Background: an optimization exercise with open tools, aiming at small area and a short achievable clock period. Do not read the settings as production practice.
Function was checked by simulation only, so behaviour that the tests miss may differ from the original.
Power and IR drop assume default switching activity.

==> flow/design.v (excerpt) <==
module rpn_cpu_core #(
    parameter int DATA_W      = 8,
    parameter int NREG        = 32,
    parameter int ADDR_W      = 8,
    parameter int STACK_DEPTH = 4
) (
    input  logic                            clk,
    input  logic                            reset,
    input  logic                            step,
    input  logic [3:0]                      evt,
    input  logic [DATA_W-1:0]               din,
    input  logic [11+2*DATA_W+ADDR_W-1:0]   instr,
    output logic [ADDR_W-1:0]               ip,
    output logic [DATA_W-1:0]               dout,
    output logic [DATA_W-1:0]               gpo,
    output logic [DATA_W-1:0]               flags
);
clock: 13.0 ns
lec_check: 0
cap_margin: 20
cell_pad_in_sites_detail_placement: 1
core_margin: 2
core_utilization: 35
cts_buf_list: sky130_fd_sc_hd__clkbuf_8
cts_cluster_diameter: 80
cts_cluster_size: 16
place_density: 0.5
setup_slack_margin: 2.0
slew_margin: 20
standard.sh (not shown) runs the stock make flow with config.mk's settings and CLKGATE_MAP_FILE= SYNTH_SCRIPT=/design/flow/synth_recipe.tcl, a recipe that flattens the netlist after the stock synthesis.
==> flow/flow/run.sh <==
#!/bin/bash
# Standard ORFS layout, except that:
# - each register-file read port (modules rpn_rdport, rpn_rdsel, rpn_rdsel2) is synthesised
#   from a hand-mapped cell netlist (flow/rdport_map.v: a one-hot AND-OR of a222oi cells)
#   instead of Yosys/ABC's mapping; all registers and the rest of the design go through the
#   standard synthesis unchanged;
# - the port buffers are buf_1 cells (resized later where timing needs it).
set -euo pipefail
python3 flow/subst.py design.v flow/rdport_map.v design_mapped.v > subst.log 2>&1
bash standard.sh VERILOG_FILES="$PWD/design_mapped.v" \
    "BUFFER_PORTS_ARGS=-buffer_cell sky130_fd_sc_hd__buf_1" finish > standard.log 2>&1
Other scripts of this flow, unchanged in this note and not shown: flow/flow/rdport_map.v, flow/flow/subst.py
The baseline finished clean.
Edit:
- CAP_MARGIN: 20 -> 10
- SETUP_SLACK_MARGIN: 2.0 -> 2.5
- SLEW_MARGIN: 20 -> 10
Final area rises by about 0.7%.
Core utilization went up by 0.27 points.
Setup slack gets better by 0.58 ns.
Wire length came out higher by about 0.6%.
Clock-buffer cell count drops by 1.
Non-clock buffer count increases by 4.
Edit:
==> flow/flow/run.sh (replaced) <==
#!/bin/bash
# Standard ORFS layout, except that each register-file read port (module rpn_rdport) is
# synthesised from a hand-mapped cell netlist (flow/rdport_map.v, a one-hot AND-OR of a222oi
# cells) instead of Yosys/ABC's mapping. All registers and the rest of the design go through
# the standard synthesis unchanged.
set -euo pipefail
python3 flow/subst.py design.v flow/rdport_map.v design_mapped.v > subst.log 2>&1
bash standard.sh VERILOG_FILES="$PWD/design_mapped.v" finish > standard.log 2>&1
- CAP_MARGIN: 10 -> 20
- CELL_PAD_IN_SITES_DETAIL_PLACEMENT: 1 -> unset
- CORE_UTILIZATION: 35 -> 45
- CTS_BUF_LIST: sky130_fd_sc_hd__clkbuf_8 -> unset
- CTS_CLUSTER_DIAMETER: 80 -> unset
- CTS_CLUSTER_SIZE: 16 -> unset
- PLACE_DENSITY: 0.5 -> unset
- SLEW_MARGIN: 10 -> 20
Outcome: Via count climbs by 1.3%. Power climbs by 11%. Non-clock buffer count climbs by 15. Wire length drops by 4.9%. Hold slack got worse by 0.021 ns. Global-route usage climbs by 7.6 points. Critical path depth does not change. Clock-buffer cell count climbs by 12. Design area climbs by 5.3%. Area after synthesis does not change. Fmax drops by 0.37%.
Edit:
==> flow/flow/run.sh (replaced) <==
#!/bin/bash
# Standard ORFS layout, except that:
# - each register-file read port (modules rpn_rdport, rpn_rdsel, rpn_rdsel2) is synthesised
#   from a hand-mapped cell netlist (flow/rdport_map.v: a one-hot AND-OR of a222oi cells)
#   instead of Yosys/ABC's mapping; all registers and the rest of the design go through the
#   standard synthesis unchanged;
# - the port buffers are buf_1 cells (resized later where timing needs it).
set -euo pipefail
python3 flow/subst.py design.v flow/rdport_map.v design_mapped.v > subst.log 2>&1
bash standard.sh VERILOG_FILES="$PWD/design_mapped.v" \
    "BUFFER_PORTS_ARGS=-buffer_cell sky130_fd_sc_hd__buf_1" finish > standard.log 2>&1
- CELL_PAD_IN_SITES_DETAIL_PLACEMENT: unset -> 1
- CORE_UTILIZATION: 45 -> 35
- CTS_BUF_LIST: unset -> sky130_fd_sc_hd__clkbuf_8
- PLACE_DENSITY: unset -> 0.5
- SETUP_SLACK_MARGIN: 2.5 -> 3.0
Total power increases by 2.0%. Count of clock-buffer cells in the layout increases by 17. Routed wire length increases by 7.0%. Worst setup slack is better by 0.39 ns. Design area increases by 2.3%. Clock skew increases by 0.011 ns. Cell count increases by 9.5%. Core utilization decreases by 11 points. Die area increases by 28%. Critical path depth stays the same.

==> port drivers added, routing unchanged <==
The results above use ideal ports. As a check the final layouts listed here were re-extracted and re-timed, cells and wires unchanged. Step 1 assumes that a clkbuf_16 drives the clock port and a buf_2 every other input. Step 2 times the ports against the registers' clock, not the clock port: input delays grow and output delays shrink by t, the midpoint of the rising clock arrivals with the driver on. a / b / c = ideal / step 1 / step 2; a / b = the first two.
| run | shift t [ns] | setup slack, ns | worst setup path after step 2 |
|---|---|---|---|
| the first run | 0.714 | 1.858 / 1.792 / 1.077 | input to register |
| the second run | 0.710 | 2.439 / 2.393 / 1.683 | input to register |
| the third run | 0.611 | 2.400 / 2.435 / 1.824 | input to register |
| the fourth run | 0.706 | 2.788 / 2.735 / 2.029 | input to register |
After both steps every run listed still meets setup and hold. The setup slack of the first run, which loses most, moves by -0.066 ns with the drivers and by -0.781 ns with both steps.
